This design comes from an exercise in tuning for small area, a short achievable clock period and few clock cycles per item on the open sky130 flow, not from production work. Function was checked by simulation only, so behaviour that the tests miss may differ from the original. Power and IR drop assume default switching activity.

==> flow/design.v (outline; a module is shown in full before it is edited, if it fits) <==
// module bicubic_top: 1456 lines
module bicubic_top (
    input  wire        CLK,
    input  wire        RST,
    input  wire [6:0]  cfg_v0,
    input  wire [6:0]  cfg_h0,
    input  wire [4:0]  cfg_sw,
    input  wire [4:0]  cfg_sh,
    input  wire [5:0]  cfg_tw,
    input  wire [5:0]  cfg_th,
    output wire        src_rd_en,
    output wire [13:0] src_rd_addr,
    input  wire [7:0]  src_data,
    output wire        res_wr_en,
    output wire [9:0]  res_wr_addr,
    output wire [7:0]  res_wr_data,
    output logic       done
);
  // ...
==> flow/run.sh <==
#!/bin/bash
# synth_recipe.tcl (not shown) runs the flow's synth.tcl, then flattens the netlist and writes it again
# the make line also repeats each setting of config.mk as NAME=value (left out here)
make -C /OpenROAD-flow-scripts/flow DESIGN_CONFIG=/design/flow/config.mk WORK_HOME=/design/flow/orfs CLKGATE_MAP_FILE= SYNTH_SCRIPT=/design/flow/synth_recipe.tcl finish
==> flow/config.mk <==
export PLATFORM = sky130hd
export DESIGN_NAME = bicubic_top
export DESIGN_NICKNAME = bicubic_top
export VERILOG_FILES = /design/flow/design.v
export SDC_FILE = /design/flow/constraint.sdc
export NUM_CORES = 4
export LEC_CHECK = 0
export CAP_MARGIN = 20
export CORE_MARGIN = 2
export CORE_UTILIZATION = 40
export CTS_BUF_LIST = sky130_fd_sc_hd__clkbuf_16
export CTS_CLUSTER_DIAMETER = 80
export CTS_CLUSTER_SIZE = 24
export SLEW_MARGIN = 20
==> flow/constraint.sdc <==
create_clock -name core_clock -period 13.0 [get_ports {CLK}]
set_input_delay 2.6000 -clock core_clock [delete_from_list [all_inputs] [get_ports {CLK}]]
set_output_delay 2.6000 -clock core_clock [all_outputs]
set_load 0.01 [all_outputs]
==> run_results.csv, run 1 <==
group,metric,value,unit
run_status,status,"no timing/DRC/antenna violations",
min_path,hold_path.class,"reg -> reg",
power,power_density,94.5,nW/um2
placement,place_congestion,0.851,
cells_and_area,multi_input_area_share,0.563,
route,drc,0,
yosys,synth-compound-area-share,0.119,
timing,worst_pin_slew,1.05,ns
cells_and_area,fillers,7608,
floorplanning,core_area,77600,um2
floorplanning,die_w,284,um
setup_path,worstPathCellList,"inv_1 > ha_1 > inv_1 > fa_1 > ha_1 > nor2_1 > a21oi_1 > nor3b_1 > a2111oi_0 > a211oi_1 > a31o_2",
power,power.share.sequential,0.470,
min_path,hp-start,"va",
timing,clock.fmax,225,MHz
power,peakVddDrop,114,uV
cells_and_area,num-multi-input-gates,2249,
yosys,syn_nets,3729,
yosys,yosys-top-cells-area,"fa_1 (20%), dfxtp_1 (16%), edfxtp_1 (14%)",
cells_and_area,clkbuf_count,31,
route,dr.pass1.iters,6,
power,power_frac_comb,0.204,
cells_and_area,drive_above_1_share,0.0451,
cells_and_area,largest_class,"multi-input gates",
floorplanning,taps,1040,
floorplanning,start_util,0.405,
yosys,synth_xor_area_frac,0.0354,
setup_path,path_class,"reg -> reg",
setup_path,startpoint,"qa[0]",
route,post_drt_via_cell_ratio,5.11,
cells_and_area,final_common_cell,"inv_1",
cells_and_area,sh_seq_area,0.301,
yosys,syn_inst,3191,
yosys,synth_ff_type,"dfxtp_1",
min_path,holdPathEnd,"vb",
grt,grtUsageMet2,0.282,
setup_path,reg2reg_setup_slack,8.56,ns
cells_and_area,inv_count,366,
placement,place_ws,8.37,ns
setup_path,cpLargestDelayFamily,"adder cells",
grt,grt_remaining_overflow,0,
Testbench counts, summed over its fixed seeds: cycles 61,826, pixels 20,672.
==> run 2: changes to the inputs <==
--- a/flow/design.v
+++ b/flow/design.v
@@ -270,21 +270,24 @@
     assign th8  = cfg_th[3];
     assign th16 = cfg_th[4];
     assign sx8  = tw8 ? {cfg_sw, 2'b00} : tw16 ? {1'b0, cfg_sw, 1'b0} : {2'b00, cfg_sw};
     assign sy8  = th8 ? {cfg_sh, 2'b00} : th16 ? {1'b0, cfg_sh, 1'b0} : {2'b00, cfg_sh};
     assign ceil_h = th8  ? 3'((6'(cfg_sh) + 6'd7) >> 3)
                   : th16 ? 3'((6'(cfg_sh) + 6'd15) >> 4)
                   : {2'b00, |cfg_sh};
     logic       st;
+    logic       wst, wlast;   
+    logic       done_i;
     logic [1:0] ist;
     always_ff @(posedge CLK or posedge RST) begin
         if (RST) st <= 1'b1;
-        else     st <= done;
+        else     st <= done_i;
     end
+    always_ff @(posedge CLK) done_i <= wst && wlast;
     logic        rd_en, rd_en_o;
     logic        rend_q, cend_q;
     logic [13:0] rd_addr;
     logic [13:0] ctop;        
     logic        rd_act;
     logic [2:0]  rc;          
     logic [5:0]  rj;          
     logic        rjlast;      
@@ -424,35 +427,33 @@
     assign src_rd_addr = rd_addr;
     logic        va, vb, fina, finb;
     logic [2:0]  qa;          
     logic [7:0]  dqa, dqb;    
     logic [8:0]  hwa_q, hwb_q;
     logic        nega, firsta, lasta, negb, firstb, lastb;
     logic [16:0] acca_s, acca_c, accb_s, accb_c;
     logic [16:0] ha_s, ha_c, hb_s, hb_c;
-    logic [2:0]  qb;
+    logic [2:0]  qb;          
     logic        vta, vtb;    
     logic [8:0]  hwa_d, hwb_d;
     always_ff @(posedge CLK or posedge RST) begin
         if (RST) begin
             va   <= 1'b0;
             vb   <= 1'b0;
             fina <= 1'b0;
             finb <= 1'b0;
         end else begin
             va   <= rd_en;
             vb   <= va;
             fina <= vb && lasta;
             finb <= vb && lastb;
         end
     end
-    assign qb    = qa - mdab;
     assign vta   = !qa[2];
-    assign vtb   = (qa >= mdab) && !qb[2];
     assign hwa_d = hwt(cfxa, qa[1:0]);
     assign hwb_d = hwt(cfxb, qb[1:0]);
     wire hta_1 = (hwa_q[0] & dqa[7]) ^ (hwa_q[1] & dqa[6]) ^ (hwa_q[2] & dqa[5]);
     wire hta_2 = ((hwa_q[0] & dqa[7]) & (hwa_q[1] & dqa[6])) | ((hwa_q[0] & dqa[7]) & (hwa_q[2] & dqa[5])) | ((hwa_q[1] & dqa[6]) & (hwa_q[2] & dqa[5]));
     wire hta_3 = (hwa_q[1] & dqa[7]) ^ (hwa_q[2] & dqa[6]) ^ (hwa_q[3] & dqa[5]);
     wire hta_4 = ((hwa_q[1] & dqa[7]) & (hwa_q[2] & dqa[6])) | ((hwa_q[1] & dqa[7]) & (hwa_q[3] & dqa[5])) | ((hwa_q[2] & dqa[6]) & (hwa_q[3] & dqa[5]));
     wire hta_5 = (hwa_q[4] & dqa[4]) ^ (hwa_q[5] & dqa[3]) ^ (hwa_q[6] & dqa[2]);
     wire hta_6 = ((hwa_q[4] & dqa[4]) & (hwa_q[5] & dqa[3])) | ((hwa_q[4] & dqa[4]) & (hwa_q[6] & dqa[2])) | ((hwa_q[5] & dqa[3]) & (hwa_q[6] & dqa[2]));
@@ -839,16 +840,18 @@
     wire htb_191 = htb_157 ^ htb_120 ^ htb_156;
     wire htb_192 = (htb_157 & htb_120) | (htb_157 & htb_156) | (htb_120 & htb_156);
     wire htb_193 = htb_159 ^ htb_124 ^ htb_158;
     wire htb_194 = (htb_159 & htb_124) | (htb_159 & htb_158) | (htb_124 & htb_158);
     assign hb_s = {htb_193, htb_191, htb_189, htb_187, htb_185, htb_183, htb_181, htb_179, htb_177, htb_175, htb_173, htb_171, htb_169, htb_167, htb_165, htb_163, htb_161};
     assign hb_c = {htb_192, htb_190, htb_188, htb_186, htb_184, htb_182, htb_180, htb_178, htb_176, htb_174, htb_172, htb_170, htb_168, htb_166, htb_164, htb_162, (accb_c[0] & ~firstb)};
     always_ff @(posedge CLK) begin
         qa     <= rc;
+        qb     <= rc - rdab;
+        vtb    <= (rc >= rdab) && (rc - rdab <= 3'd3);
         dqa    <= (qa[1:0] == 2'd0 || qa[1:0] == 2'd3) ? ~src_data : src_data;
         nega   <= (qa[1:0] == 2'd0 || qa[1:0] == 2'd3);
         firsta <= (qa[1:0] == 2'd0);
         lasta  <= vta && (qa[1:0] == 2'd3);
         hwa_q  <= hwa_d;
         dqb    <= (qb[1:0] == 2'd0 || qb[1:0] == 2'd3) ? ~src_data : src_data;
         negb   <= (qb[1:0] == 2'd0 || qb[1:0] == 2'd3);
         firstb <= vtb && (qb[1:0] == 2'd0);
@@ -859,17 +862,17 @@
         accb_s <= hb_s;
         accb_c <= hb_c;
     end
     logic [7:0]  hrowa, hrowa2, hrowb, hrowb2;
     logic [1:0]  hca, hcb;
     logic        hv;
     assign hv = (hcb != 2'd0);
     logic [7:0]  wa0, wa1, wa2, wa3, wb0, wb1, wb2, wb3;    
-    logic        vact, wst, wlast;
+    logic        vact;
     logic [1:0]  vp;          
     logic        vrun;        
     logic        vgate;       
     logic [4:0]  vty;
     logic [3:0]  vtx;         
     logic [4:0]  fy, fyn;     
     logic [13:0] vw_q;        
     logic [16:0] vacc_s, vacc_c;
--- a/flow/config.mk
+++ b/flow/config.mk
@@ -6,9 +6,10 @@
 export NUM_CORES = 4
 export LEC_CHECK = 0
 export CAP_MARGIN = 20
 export CORE_MARGIN = 2
 export CORE_UTILIZATION = 40
 export CTS_BUF_LIST = sky130_fd_sc_hd__clkbuf_16
 export CTS_CLUSTER_DIAMETER = 80
 export CTS_CLUSTER_SIZE = 24
+export PLACE_DENSITY = 0.7
 export SLEW_MARGIN = 20
==> run_results.csv, run 2 <==
group,metric,value,unit
setup_path,reg2regPathDepth,11,
setup_path,critPathLaunchType,"flip-flop",
route,finalWirelength,66000,um
yosys,ys_seq_elements,433,
cells_and_area,instances_no_fill,4239,
power,p_sw,1050,uW
placement,port_buffers,72,
yosys,synth_top_area_share,0.194,
yosys,synth.avg_cell_area,9.83,um2
placement,hpwl,48900,um
yosys,netlist_area,31500,um2
timing,whs,0.300,ns
setup_path,reg2reg_setup_slack,8.94,ns
timing,hold_viol,0,
cells_and_area,drive_above_1_share,0.0431,
timing,finClkSkew,0.0696,ns
grt,grt_pass1_vias,21800,
yosys,yosys-top-cells-area,"fa_1 (19%), dfxtp_1 (16%), edfxtp_1 (14%)",
min_path,hold_path.class,"reg -> reg",
power,sw_frac_of_total,0.304,
clock_tree,clock_latency,0.64,ns
timing,slew_violations,0,
setup_path,critPathMaxFanout,4,
min_path,hold_depth,0,
placement,placed_cell_area,33100,um2
cells_and_area,area_delta_synth_final,8.32,%
setup_path,crit_path_top_delay_cell,"clkdlybuf4s50_1",
route,ant_nets,0,
timing,clock.fmax,234,MHz
min_path,hp-start,"done_i",
cells_and_area,layout_common_cells,"inv_1 (348), fa_1 (306), nand2_1 (263), dfxtp_1 (249), and2_1 (220)",
power,internal_power,2400,uW
setup_path,max_stage_delay,0.60,ns
cells_and_area,antenna_cells,0,
clock_tree,cts-buffers-inserted,29,
timing,final.period_utilization,0.329,
grt,antenna_found_initial,0,
route,dr.pass1.iters,6,
yosys,syn_inst,3207,
power,power_density,101,nW/um2
floorplanning,die_w,285,um
power,p_leak,0.0146,uW
yosys,async_flop_share,0.0762,
setup_path,cp.arrival,1.67,ns
yosys,ys_seq_area_frac,0.328,
setup_path,rr_endpoint,"vacc_s[8]",
clock_tree,cts_resized,0,
timing,finalSetupTns,0,ns
cells_and_area,final_area,34100,um2
timing,rsz0062_at_grt,"no",
route,vias,21800,
cells_and_area,final_common_cell,"inv_1",
yosys,synth_ff_type,"dfxtp_1",
clock_tree,path_clk_slew,0.09,ns
min_path,holdPathEnd,"st",
setup_path,cpLargestDelayFamily,"buffers and inverters",
clock_tree,cts_buffer_depth,3,
power,power_frac_comb,0.244,
yosys,synth.most_common_cell,"inv_1",
cells_and_area,fillers,7364,
route,drt_iter0_markers,1601,
power,p_clk_frac,0.303,
setup_path,path_class,"reg -> out",
floorplanning,ios,81,
grt,grt_remaining_overflow,0,
yosys,synth_area_leader_cell,"fa_1",
job,maxCapViolCount,0,
timing,fin_crit,4.27,ns
timing,finalSetupViolCount,0,
floorplanning,fp-row-count,102,
run_status,status,"no timing/DRC/antenna violations",
yosys,synthTopCellsByCount,"inv_1 (343), fa_1 (306), nand2_1 (263)",
setup_path,startpoint,"rd_addr[13]",
power,peakVddDrop,116,uV
yosys,synth-edff-count,151,
setup_path,crit_buf_inv,1,
floorplanning,start_util,0.406,
yosys,syn_nets,3745,
grt,track_usage,0.163,
clock_tree,cts-root-buf,"clkbuf_16",
yosys,yosys_warnings,1,
clock_tree,cts_tree,"yes",
route,drc,0,
clock_tree,cts.sink_count,433,
timing,maxSlewHeadroom,0.261,
clock_tree,htree_levels,1,
route,post_drt_via_cell_ratio,5.15,
grt,grt_max_degree,67,
yosys,yosysUniqueCellTypes,90,
timing,worst_pin_slew,1.11,ns
clock_tree,cts_setup_buffers,0,
placement,numPlacedInstances,4184,
placement,place_congestion,0.866,
grt,grt_pass1_wl,111000,um
route,wl_per_cell,15.6,um
cells_and_area,finalNetCount,3714,
setup_path,required,10.40,ns
floorplanning,core_area,77700,um2
setup_path,reg2reg_from,"vgate",
clock_tree,ctsHoldBuffers,0,
setup_path,worstPathCellList,"clkdlybuf4s50_1",
power,power.share.sequential,0.453,
setup_path,cp-end-kind,"output port",
floorplanning,die-area,81100,um2
floorplanning,die_h,285,um
[run 2: how the worst max path moves through the flow]
stage / cells after the start / slack (ns) / endpoint
floorplan: 7 / 9.11 / rows_m1[1]
detailed placement: 9 / 8.39 / rows_m1[0]
finish: 1 / 8.73 / src_rd_addr[13]
CTS: 1 / 8.67 / src_rd_addr[13]
global placement: 9 / 8.41 / rows_m1[0]
global route: 11 / 8.56 / vacc_s[8]
[run 2: final cells by class]
| class | count | area, um2 | share of cell area |
|---|---|---|---|
| clock buffer | 30 | 751 | 0.0220 |
| clock inverter | 24 | 300 | 0.00880 |
| inverter | 348 | 1310 | 0.0383 |
| multi-input combinational | 2274 | 19300 | 0.564 |
| sequential | 433 | 10300 | 0.303 |
| tap | 1040 | 1300 | 0.0381 |
| timing repair buffer | 90 | 863 | 0.0253 |
[run 2: per-layer routing]
layer  global-route usage  share of wire
met1                0.224           0.46
met2                0.274           0.48
met3               0.0209          0.044
met4               0.0376          0.021
met5                    0              0
[run 2: logic make-up (layout without fill, tap and decap cells)]
family                   after synthesis  count (layout)  synth area share
XOR/XNOR                             124             124            0.0349
adder cells (fa/ha/maj)              496             496             0.270
buffers and inverters                500             492            0.0606
multiplexers                         109             109            0.0381
AO/OA/AOI/OAI                        607             607             0.122
AND/OR/NAND/NOR                      938             938             0.147
flip-flops                           433             433             0.328
[run 2: power groups by stage]
stage	clock network [uW]	registers [uW]	logic [uW]
2_1_floorplan	0	1570	667
3_3_place_gp	0	1590	816
3_5_place_dp	0	1590	844
4_1_cts	1080	1560	852
5_1_grt	1120	1570	986
6_report	1040	1560	839
[run 2: through the flow]
step	util	worst slack (ns)	total power [uW]
final	0.439	8.73	3440
after global placement	0.426	8.41	2400
after CTS	0.439	8.67	3490
after global routing	0.439	8.56	3680
after detailed placement	0.426	8.39	2430
after floorplan	-	9.11	2240
Testbench counts of run 2, summed over its fixed seeds: cycles 61,826, pixels 20,672.
==> run 3: changes to the inputs <==
--- a/flow/config.mk
+++ b/flow/config.mk
@@ -13,3 +13,2 @@
 export CTS_CLUSTER_SIZE = 24
-export PLACE_DENSITY = 0.7
 export SLEW_MARGIN = 20
==> run_results.csv, run 3 <==
group,metric,value,unit
run_status,status,"no timing/DRC/antenna violations",
clock_tree,cts-root-buf,"clkbuf_16",
timing,finalWorstSetupSlack,8.83,ns
yosys,synthTopCellsByCount,"inv_1 (343), fa_1 (306), nand2_1 (263)",
clock_tree,ctsHoldBuffers,0,
placement,numPlacedInstances,4188,
timing,hold_viol,0,
clock_tree,clock_latency,0.59,ns
clock_tree,cts-buffers-inserted,34,
min_path,hold_depth,0,
power,p_leak,0.0147,uW
setup_path,cpLargestDelayFamily,"buffers and inverters",
grt,grt_pass1_wl,114000,um
yosys,synth.avg_cell_area,9.83,um2
power,power_density,103,nW/um2
route,finalWirelength,67700,um
yosys,synth_top_area_share,0.194,
cells_and_area,instances_no_fill,4250,
timing,fin_crit,4.17,ns
placement,place_ws,8.38,ns
power,peakVddDrop,113,uV
grt,grt_pass1_vias,21700,
timing,rsz0062_at_grt,"no",
floorplanning,start_util,0.406,
yosys,yosys_warnings,1,
setup_path,reg2regPathDepth,12,
timing,worst_pin_slew,1.04,ns
clock_tree,cts_resized,0,
yosys,ys_seq_elements,433,
clock_tree,cts_buffer_depth,3,
cells_and_area,antenna_cells,0,
yosys,yosysUniqueCellTypes,90,
timing,finalSetupTns,0,ns
setup_path,required,10.40,ns
yosys,netlist_area,31500,um2
route,post_drt_via_cell_ratio,5.10,
cells_and_area,finalNetCount,3722,
placement,place_congestion,0.848,
placement,port_buffers,72,
clock_tree,cts_tree,"yes",
yosys,synth-edff-count,151,
yosys,synth_area_leader_cell,"fa_1",
job,maxCapViolCount,0,
grt,grt_max_degree,70,
timing,slew_violations,0,
timing,final.period_utilization,0.321,
clock_tree,cts.sink_count,433,
yosys,async_flop_share,0.0762,
setup_path,worstPathCellList,"clkdlybuf4s50_1",
setup_path,crit_buf_inv,1,
cells_and_area,drive_above_1_share,0.0474,
cells_and_area,multi_input_area,19300,um2
floorplanning,fp-row-count,102,
setup_path,critPathMaxFanout,4,
route,drc,0,
timing,finClkSkew,0.0464,ns
yosys,syn_inst,3207,
setup_path,path_class,"reg -> out",
setup_path,max_stage_delay,0.56,ns
grt,antenna_found_initial,0,
clock_tree,path_clk_slew,0.09,ns
floorplanning,die_h,285,um
timing,clock.fmax,240,MHz
route,ant_nets,0,
grt,track_usage,0.169,
yosys,ys_seq_area_frac,0.328,
timing,maxSlewHeadroom,0.306,
setup_path,cp.arrival,1.57,ns
setup_path,cp.depth,1,
cells_and_area,final_area,34300,um2
yosys,synth_ff_type,"dfxtp_1",
floorplanning,die_w,285,um
placement,hpwl,50100,um
cells_and_area,final_common_cell,"inv_1",
timing,finalSetupViolCount,0,
setup_path,critPathLaunchType,"flip-flop",
grt,grt_remaining_overflow,0,
min_path,hold_path.class,"reg -> reg",
route,wl_per_cell,15.9,um
timing,whs,0.302,ns
yosys,syn_nets,3745,
cells_and_area,layout_common_cells,"inv_1 (346), fa_1 (306), nand2_1 (263), dfxtp_1 (249), and2_1 (220)",
route,drt_iter0_markers,1425,
setup_path,cp-end-kind,"output port",
floorplanning,ios,81,
setup_path,crit_path_top_delay_cell,"clkdlybuf4s50_1",
yosys,synth.most_common_cell,"inv_1",
yosys,yosys-top-cells-area,"fa_1 (19%), dfxtp_1 (16%), edfxtp_1 (14%)",
floorplanning,core_area,77700,um2
clock_tree,cts_setup_buffers,0,
route,vias,21700,
clock_tree,htree_levels,2,
cells_and_area,area_delta_synth_final,8.86,%
cells_and_area,fillers,7461,
cells_and_area,regArea,10300,um2
placement,placed_cell_area,33100,um2
floorplanning,die-area,81100,um2
route,dr.pass1.iters,6,
==> run 3: cell counts after synthesis <==
No cell type changed its count.
==> run 3: metal layers <==
metal  up-vias  global-route usage  routed length, um
li1      10700                   -                  -
met2       364               0.282              32000
met5         -                   0                  0
met3        86              0.0189               2250
met1     10600               0.233              31800
met4         0              0.0479               1630
==> run 3: area by class of cell <==
cell class | count | area share
clock buffer | 37 | 0.0270
clock inverter | 25 | 0.00810
inverter | 348 | 0.0381
multi-input combinational | 2274 | 0.562
sequential | 433 | 0.302
tap | 1040 | 0.0379
timing repair buffer | 93 | 0.0256
==> run 3: path summary, 6_finish.rpt <==
check                             from               to  slack, ns
setup / recovery           rd_addr[13]  src_rd_addr[13]       8.83
hold / removal                  done_i               st       0.30
setup reg to reg                cend_q         ctop[12]       8.91
hold reg to reg                 done_i               st       0.30
max in group asynchronous          RST               vb       9.82
min in group asynchronous          RST            rc[1]       2.65
==> run 3: report_power, final <==
| part | switching [uW] | internal, uW |
|---|---|---|
| Combinational | 440 | 388 |
| Sequential | 47.3 | 1510 |
| Clock | 576 | 570 |
==> run 3: kinds of logic (layout without fill, tap and decap cells) <==
logic type	Yosys count	after routing	synth area share
AO/OA/AOI/OAI	607	607	0.122
XOR/XNOR	124	124	0.0349
adder cells (fa/ha/maj)	496	496	0.270
buffers and inverters	500	503	0.0606
flip-flops	433	433	0.328
multiplexers	109	109	0.0381
AND/OR/NAND/NOR	938	938	0.147
==> run 3: stage by stage <==
stage | utilization | power (uW)
finish | 0.441 | 3530
global route | 0.441 | 3770
CTS | 0.441 | 3590
detailed placement | 0.426 | 2430
global placement | 0.426 | 2410
floorplan | - | 2240
==> run 3: worst register-to-register path, delay by kind of cell (launching register included) <==
kind	cells	cell delay, ns
flops	1	0.76
compound gates	4	0.85
mux	1	0.39
fa+ha+maj	2	0.63
simple gates	4	1.33
buf+inv	1	0.07
==> run 4: changes to the inputs <==
--- a/flow/config.mk
+++ b/flow/config.mk
@@ -11,4 +11,4 @@
 export CTS_BUF_LIST = sky130_fd_sc_hd__clkbuf_16
-export CTS_CLUSTER_DIAMETER = 80
-export CTS_CLUSTER_SIZE = 24
+export CTS_CLUSTER_DIAMETER = 70
+export CTS_CLUSTER_SIZE = 30
 export SLEW_MARGIN = 20
==> run_results.csv, run 4 <==
group,metric,value,unit
run_status,status,"no timing/DRC/antenna violations",
setup_path,max_stage_delay,0.56,ns
setup_path,crit_buf_inv,1,
timing,hold_viol,0,
route,finalWirelength,67600,um
power,p_leak,0.0147,uW
clock_tree,htree_levels,2,
clock_tree,cts-root-buf,"clkbuf_16",
placement,port_buffers,72,
cells_and_area,instances_no_fill,4253,
route,post_drt_via_cell_ratio,5.11,
floorplanning,start_util,0.406,
placement,numPlacedInstances,4188,
setup_path,cpLargestDelayFamily,"buffers and inverters",
yosys,yosysUniqueCellTypes,90,
yosys,synth-edff-count,151,
power,peakVddDrop,92.5,uV
setup_path,cp.arrival,1.57,ns
clock_tree,cts_buffer_depth,3,
grt,grt_pass1_wl,114000,um
timing,finalSetupViolCount,0,
cells_and_area,fillers,7469,
floorplanning,die-area,81100,um2
placement,hpwl,50100,um
yosys,async_flop_share,0.0762,
clock_tree,cts_tree,"yes",
yosys,syn_nets,3745,
timing,final.period_utilization,0.320,
cells_and_area,drive_above_1_share,0.0489,
cells_and_area,final_common_cell,"inv_1",
setup_path,cp-end-kind,"output port",
setup_path,crit_path_top_delay_cell,"clkdlybuf4s50_1",
timing,clock.fmax,240,MHz
timing,finalWorstSetupSlack,8.83,ns
setup_path,worstPathCellList,"clkdlybuf4s50_1",
yosys,synth_area_leader_cell,"fa_1",
job,maxCapViolCount,0,
timing,rsz0062_at_grt,"no",
route,vias,21700,
grt,grt_pass1_vias,21700,
clock_tree,cts.sink_count,433,
timing,finalSetupTns,0,ns
power,p_total,3540,uW
yosys,ys_seq_elements,433,
min_path,hold_depth,0,
clock_tree,path_clk_slew,0.08,ns
clock_tree,clock_latency,0.59,ns
min_path,holdPathEnd,"st",
placement,place_congestion,0.848,
cells_and_area,layout_common_cells,"inv_1 (344), fa_1 (306), nand2_1 (263), dfxtp_1 (249), and2_1 (220)",
floorplanning,die_w,285,um
timing,worst_pin_slew,1.03,ns
setup_path,reg2reg_from,"cend_q",
setup_path,rr_endpoint,"ctop[12]",
yosys,ys_seq_area_frac,0.328,
floorplanning,fp-row-count,102,
route,wl_per_cell,15.9,um
power,power_density,103,nW/um2
timing,slew_violations,0,
setup_path,critPathLaunchType,"flip-flop",
yosys,synth_top_area_share,0.194,
clock_tree,cts_resized,0,
clock_tree,cts-buffers-inserted,36,
cells_and_area,area_delta_synth_final,8.99,%
yosys,synthTopCellsByCount,"inv_1 (343), fa_1 (306), nand2_1 (263)",
min_path,hold_path.class,"reg -> reg",
yosys,syn_inst,3207,
clock_tree,ctsHoldBuffers,0,
setup_path,reg2regPathDepth,12,
route,drt_iter0_markers,1608,
placement,place_ws,8.38,ns
timing,maxSlewHeadroom,0.309,
floorplanning,core_area,77700,um2
yosys,netlist_area,31500,um2
grt,grt_max_degree,70,
yosys,synth_ff_type,"dfxtp_1",
setup_path,reg2reg_setup_slack,8.94,ns
route,ant_nets,0,
cells_and_area,antenna_cells,0,
route,drc,0,
setup_path,critPathMaxFanout,4,
yosys,yosys_warnings,1,
timing,fin_crit,4.17,ns
timing,finClkSkew,0.0384,ns
min_path,hp-start,"done_i",
grt,antenna_found_initial,0,
clock_tree,cts_setup_buffers,0,
grt,track_usage,0.169,
yosys,yosys-top-cells-area,"fa_1 (19%), dfxtp_1 (16%), edfxtp_1 (14%)",
yosys,synth.avg_cell_area,9.83,um2
cells_and_area,utilization,0.442,
route,dr.pass1.iters,5,
cells_and_area,finalNetCount,3724,
setup_path,required,10.40,ns
grt,grt_remaining_overflow,0,
setup_path,path_class,"reg -> out",
floorplanning,die_h,285,um
yosys,synth.most_common_cell,"inv_1",
floorplanning,ios,81,
-- run 4: cell counts after synthesis --
No cell type changed its count.
-- run 4: kinds of logic (layout without fill, tap and decap cells) --
group	count (synthesis)	count (layout)	synth area share
adder cells (fa/ha/maj)	496	496	0.270
AND/OR/NAND/NOR	938	938	0.147
XOR/XNOR	124	124	0.0349
AO/OA/AOI/OAI	607	607	0.122
flip-flops	433	433	0.328
buffers and inverters	500	506	0.0606
multiplexers	109	109	0.0381
-- run 4: per-layer routing --
metal,track usage,part of all wire,up-vias
met2,0.281,0.47,393
met3,0.0183,0.032,84
li1,-,-,10700
met5,0,0,-
met1,0.234,0.47,10600
met4,0.0484,0.025,0
-- run 4: how the worst max path moves through the flow --
stage	startpoint	to	slack, ns	cells after the start
after floorplan	cfg_sh[2]	rows_m1[1]	9.11	7
after global placement	cfg_sh[0]	rows_m1[0]	8.38	9
after detailed placement	cfg_sh[0]	rows_m1[0]	8.38	9
after CTS	rd_addr[13]	src_rd_addr[13]	8.78	1
after global routing	cend_q	ctop[12]	8.65	12
final	rd_addr[13]	src_rd_addr[13]	8.83	1
-- run 4: where the power goes --
part	total [uW]	switching (uW)	leakage (uW)	internal [uW]
registers	1560	47.1	0.00380	1510
clock network	1150	598	0.000615	551
logic	829	441	0.0103	388
total	3540	1090	0.0147	2450
-- run 4: final cells by class --
class                      count  area, um2  area share
sequential                   433      10300       0.301
timing repair buffer          93        878      0.0256
inverter                     348       1310      0.0380
clock inverter                29        345      0.0101
clock buffer                  36        901      0.0262
tap                         1040       1300      0.0379
multi-input combinational   2274      19300       0.561
-- run 4: per-stage QoR --
| step | area, um2 | hold WS (ns) |
|---|---|---|
| floorplan | 31500 | 0.284 |
| global placement | 33100 | 0.286 |
| detailed placement | 33100 | 0.287 |
| CTS | 34400 | 0.299 |
| global route | 34400 | 0.313 |
| finish | 34400 | 0.299 |

afterwards: timing with drivers on the ports:
In the flow no input, the clock included, has a driving cell. The finished layouts below were timed again as built, in two steps. Step 1 sets driving cells, clkbuf_16 on the clock port and buf_2 on the other inputs (assumed; they add their load-dependent delay and slew). Step 2 times the ports against the registers' clock, not the clock port: input delays grow and output delays shrink by t, the midpoint of the rising clock arrivals with the driver on. a / b / c = ideal / step 1 / step 2; a / b = the first two.
| run | t, ns | setup slack, ns | hold slack, ns | latest minus earliest clock arrival (ns) |
|---|---|---|---|---|
| run 1 | 0.681 | 8.565 / 8.565 / 8.370 | 0.354 / 0.354 / 0.354 | 0.035 / 0.035 |
| run 2 | 0.672 | 8.729 / 8.666 / 8.428 | 0.300 / 0.300 / 0.300 | 0.070 / 0.070 |
| run 3 | 0.625 | 8.828 / 8.765 / 8.395 | 0.302 / 0.302 / 0.302 | 0.048 / 0.048 |
| run 4 | 0.637 | 8.834 / 8.770 / 8.387 | 0.299 / 0.299 / 0.299 | 0.043 / 0.043 |
After both steps setup and hold are still met in every run listed. For run 4, which loses most, drivers alone change the setup slack by -0.064 ns; drivers and shift together by -0.447 ns.
